Context: an optimization exercise on an open-source flow, tuned for small area, a short achievable clock period and few clock cycles. The choices shown serve that exercise and are no tape-out recipe. The RTL was checked by simulation tests, not by an equivalence proof against the original design. No activity file was given, so power comes from the tool's default toggle rates.

==> flow/design.v <==
`timescale 1ns/1ps
`timescale 1ns/1ps
`timescale 1ns/1ps
`timescale 1ns/1ps
`timescale 1ns/1ps
module blob_tracker_top (
	input  logic          crystal_clk_div_by_two,
	input  logic          reset,
	input  logic          start,
	input  logic          select_mode,	 
	input  logic          report_mode,	 
	input  logic [15:0]   minimum_blob_size,
	input  logic [15:0]   blob_count,
	output logic          psel,
	output logic          penable,
	output logic          pwrite,
	output logic [17:0]   paddr,
	output logic [31:0]   pwdata,
	input  logic [31:0]   prdata,
	input  logic          pready,
	output logic [191:0]  centroids,	 
	output logic          done
);
	localparam [1:0] PH_IDLE = 2'd0, PH_SCAN = 2'd1, PH_REP = 2'd2, PH_DONE = 2'd3;
	localparam [7:0] MAX_HEIGHT = 8'd120;	 
	logic [1:0]   ph;
	logic         w1;	 
	logic         ins;	 
	logic         okq;	 
	logic         sel_q;	 
	logic         rmode_q;	 
	logic [2:0]   code;	 
	logic         crow;	 
	logic [15:0]  mreg;	 
	logic [15:0]  nidx;	 
	logic         lastq;	 
	logic         lastw;	 
	logic [2:0]   k;	 
	logic         cur_row;	 
	logic         rdp;	 
	logic [191:0] slots;
	assign centroids = slots;
	assign pwdata    = {mreg, 16'h0000};
	assign done      = (ph == PH_DONE);
	logic cpl;	 
	logic bus_free;	 
	assign cpl      = psel && penable && pready;
	assign bus_free = !psel || (penable && pready);
	logic [7:0] pcode;
	logic       rel;
	logic       prow;
	assign pcode = prdata[7:0];
	assign rel   = rmode_q ? (pcode[7:2] == 6'd0 && (pcode[1] ^ pcode[0]))
	                       : (pcode[7:3] == 5'd0 && pcode[2:0] != 3'd0 && pcode[2:0] != 3'd7);
	assign prow  = rmode_q ? pcode[1] : pcode[2];	 
	logic [2:0] cmp;
	for (genvar j = 0; j < 3; j++) begin : g_cmp
		bt_gt16 u_gt (
			.a  (mreg),
			.b  (crow ? slots[32*(j+3)+16 +: 16] : slots[32*j+16 +: 16]),
			.gt (cmp[j])
		);
	end
	logic [5:0]  ld;	 
	logic [5:0]  sh;	 
	logic [31:0] fresh;
	logic        en;	 
	assign en = ins && okq;
	logic [15:0] tail_n;
	logic        tail_full;
	logic        rot;	 
	assign tail_n    = cur_row ? slots[5*32 +: 16] : slots[2*32 +: 16];
	assign tail_full = (tail_n != 16'd0);
	assign rot = (ph == PH_REP) && (rdp ? cpl : (k != 3'd6 && !tail_full && !ins));
	logic [17:0] radr;
	assign radr = {1'b0, tail_n, 1'b0} + {2'b0, tail_n} + 18'h000ff;
	logic [15:0] ahi_inc;
	logic [2:0]  alo1, alo2, alo3;
	logic [17:0] ap1, ap2, ap3;
	assign ahi_inc = paddr[17:2] + 16'd1;
	assign alo1    = {1'b0, paddr[1:0]} + 3'd1;
	assign alo2    = {1'b0, paddr[1:0]} + 3'd2;
	assign alo3    = {1'b0, paddr[1:0]} + 3'd3;
	assign ap1     = {alo1[2] ? ahi_inc : paddr[17:2], alo1[1:0]};
	assign ap2     = {alo2[2] ? ahi_inc : paddr[17:2], alo2[1:0]};
	assign ap3     = {alo3[2] ? ahi_inc : paddr[17:2], alo3[1:0]};
	always_comb begin
		ld = 6'd0;
		sh = 6'd0;
		if (ph == PH_IDLE) begin
			ld = 6'b111111;
		end else begin
			if (en) begin
				if (!rmode_q) begin
					for (int s = 0; s < 6; s++)
						if (code == 3'(s + 1) && cmp[s % 3])
							ld[s] = 1'b1;
				end else begin
					for (int r = 0; r < 2; r++)
						if (crow == r) begin
							ld[3*r]   = cmp[0];
							sh[3*r+1] = cmp[0];
							ld[3*r+1] = cmp[1] && !cmp[0];
							sh[3*r+2] = cmp[1];
							ld[3*r+2] = cmp[2] && !cmp[1];
						end
				end
			end
			if (rot) begin
				ld[3*cur_row]   = 1'b1;
				sh[3*cur_row+1] = 1'b1;
				sh[3*cur_row+2] = 1'b1;
			end
		end
	end
	always_comb begin
		if (ph == PH_IDLE)
			fresh = {minimum_blob_size, 16'd0};
		else if (ph == PH_REP && !ins)
			fresh = rdp ? prdata : 32'd0;
		else
			fresh = {mreg, nidx};
	end
	always_ff @(posedge crystal_clk_div_by_two) begin
		for (int s = 0; s < 6; s++) begin
			if (sh[s])
				slots[32*s +: 32] <= slots[32*(s-1) +: 32];
			else if (ld[s])
				slots[32*s +: 32] <= fresh;
		end
	end
	always_ff @(posedge crystal_clk_div_by_two) begin
		if (ph == PH_IDLE)
			nidx <= 16'd0;
		else if (ph == PH_SCAN && cpl && !w1)
			nidx <= nidx + 16'd1;
		lastq <= (nidx + 16'd1 == blob_count);
	end
	always_ff @(posedge crystal_clk_div_by_two) begin
		if (reset) begin
			psel    <= 1'b0;
			penable <= 1'b0;
		end else if (psel && !penable) begin
			penable <= 1'b1;
		end else if (bus_free) begin
			psel    <= 1'b0;
			penable <= 1'b0;
		end
		ins <= 1'b0;
		if (reset || !start) begin
			ph <= PH_IDLE;
		end else begin
			case (ph)
				PH_IDLE: begin
					sel_q   <= select_mode;
					rmode_q <= report_mode;
					w1      <= 1'b0;
					k       <= 3'd0;
					rdp     <= 1'b0;
					cur_row <= 1'b0;
					if (blob_count == 16'd0) begin
						ph <= PH_REP;
					end else if (bus_free) begin
						ph     <= PH_SCAN;
						paddr  <= 18'h00100;
						psel   <= 1'b1;
						pwrite <= 1'b0;
					end
				end
				PH_SCAN: begin
					cur_row <= !crow;	 
					if (cpl) begin
						if (!w1) begin
							code  <= pcode[2:0];
							crow  <= prow;
							lastw <= lastq;
							w1    <= rel;
							paddr <= rel ? ap1 : lastq ? radr : ap3;
							psel  <= 1'b1;
						end else begin
							mreg  <= sel_q ? {8'd0, prdata[23:16]} : prdata[15:0];
							okq   <= !(sel_q && prdata[23:16] > MAX_HEIGHT);
							ins   <= 1'b1;
							w1    <= 1'b0;
							paddr <= lastw ? radr : ap2;
							psel  <= 1'b1;
						end
						if (w1 ? lastw : (lastq && !rel)) begin
							ph      <= PH_REP;
							cur_row <= cur_row;
							rdp     <= tail_full;
							psel    <= tail_full;
						end
					end
				end
				PH_REP: begin
					if (rdp) begin
						if (cpl) begin
							mreg   <= prdata[31:16];
							pwrite <= 1'b1;
							psel   <= 1'b1;
							rdp    <= 1'b0;
							k      <= k + 3'd1;
							if (k == 3'd2)
								cur_row <= !cur_row;
						end
					end else if (k != 3'd6) begin
						if (tail_full) begin
							if (bus_free) begin
								paddr  <= radr;
								pwrite <= 1'b0;
								psel   <= 1'b1;
								rdp    <= 1'b1;
							end
						end else if (!ins) begin
							k <= k + 3'd1;
							if (k == 3'd2)
								cur_row <= !cur_row;
						end
					end else if (bus_free) begin
						ph <= PH_DONE;
					end
				end
				default: ;	 
			endcase
		end
	end
endmodule
module bt_gt16 (
	input  logic [15:0] a,
	input  logic [15:0] b,
	output logic        gt
);
	logic [15:0] g0, l0;
	logic [7:0]  g1, l1;
	logic [3:0]  g2, l2;
	logic [1:0]  g3, l3;
	always_comb begin
		g0 = a & ~b;
		l0 = ~a & b;
		for (int i = 0; i < 8; i++) begin
			g1[i] = g0[2*i+1] | (~l0[2*i+1] & g0[2*i]);
			l1[i] = l0[2*i+1] | (~g0[2*i+1] & l0[2*i]);
		end
		for (int i = 0; i < 4; i++) begin
			g2[i] = g1[2*i+1] | (~l1[2*i+1] & g1[2*i]);
			l2[i] = l1[2*i+1] | (~g1[2*i+1] & l1[2*i]);
		end
		for (int i = 0; i < 2; i++) begin
			g3[i] = g2[2*i+1] | (~l2[2*i+1] & g2[2*i]);
			l3[i] = l2[2*i+1] | (~g2[2*i+1] & l2[2*i]);
		end
		gt = g3[1] | (~l3[1] & g3[0]);
	end
endmodule
==> flow/config.mk <==
export PLATFORM = sky130hd
export DESIGN_NAME = blob_tracker_top
export DESIGN_NICKNAME = blob_tracker_top
export VERILOG_FILES = /design/flow/design.v
export SDC_FILE = /design/flow/constraint.sdc
export NUM_CORES = 4
export LEC_CHECK = 0
export CAP_MARGIN = 20
export CORE_MARGIN = 2
export CORE_UTILIZATION = 40
export SETUP_SLACK_MARGIN = 4.5
export SLEW_MARGIN = 20
==> flow/constraint.sdc <==
create_clock -name core_clock -period 8.0 [get_ports {crystal_clk_div_by_two}]
set_input_delay 1.6000 -clock core_clock [delete_from_list [all_inputs] [get_ports {crystal_clk_div_by_two}]]
set_output_delay 1.6000 -clock core_clock [all_outputs]
set_load 0.01 [all_outputs]
standard.sh (not shown) runs the stock make flow with config.mk's settings and CLKGATE_MAP_FILE= SYNTH_SCRIPT=/design/flow/synth_recipe.tcl, a recipe that flattens the netlist after the stock synthesis.
==> flow/flow/run.sh <==
#!/bin/bash
set -euo pipefail
export BUFFER_PORTS_ARGS="-buffer_cell sky130_fd_sc_hd__buf_1"
bash standard.sh > standard.log 2>&1
Testbench counts at the start, summed over its fixed seeds: cycles 21,339.
Edit:
--- a/flow/design.v
+++ b/flow/design.v
@@ -154,6 +154,7 @@
 				PH_IDLE: begin
 					sel_q   <= select_mode;
 					rmode_q <= report_mode;
+					paddr   <= 18'h00100;
 					w1      <= 1'b0;
 					k       <= 3'd0;
 					rdp     <= 1'b0;
@@ -162,7 +163,6 @@
 						ph <= PH_REP;
 					end else if (bus_free) begin
 						ph     <= PH_SCAN;
-						paddr  <= 18'h00100;
 						psel   <= 1'b1;
 						pwrite <= 1'b0;
 					end
The changed run ran to the end with no violations.
Sequential share of layout area rose by 1.2 points.
Synthesized cell count rises by a few percent.
Sequential power fell by a quarter to a third.
Setup slack improves by 53 ps.
Count of clock-buffer cells in the layout does not change.
First-iteration DRC count goes up by about a fifth.
Critical path depth falls by 1.
Maximum frequency increases slightly.
Via count went up by a few percent.
Testbench counts after the change, summed over its fixed seeds: cycles 21,339.

[port drivers added, routing unchanged]
The results above use ideal ports. As a check the final layouts listed here were re-extracted and re-timed, cells and wires unchanged.
Step 1 sets driving cells, clkbuf_16 on the clock port and buf_2 on the other inputs (assumed; they add their load-dependent delay and slew).
Step 2 times the ports against the registers' clock, not the clock port: input delays grow and output delays shrink by t, the midpoint of the rising clock arrivals with the driver on.
a / b / c = ideal ports / drivers / drivers and shift; a / b = the first two.
run | t (ns) | setup WS [ns] | worst setup path at the end | slew at the worst register clock pin (ns)
the first run | 0.627 | 4.498 / 4.498 / 4.057 | input to register | 0.07 / 0.07
the second run | 0.592 | 4.551 / 4.551 / 4.059 | input to register | 0.07 / 0.07
After both steps setup and hold are still met in every run listed. The setup slack of the second run, which loses most, moves by 0.000 ns with the drivers and by -0.492 ns with both steps.
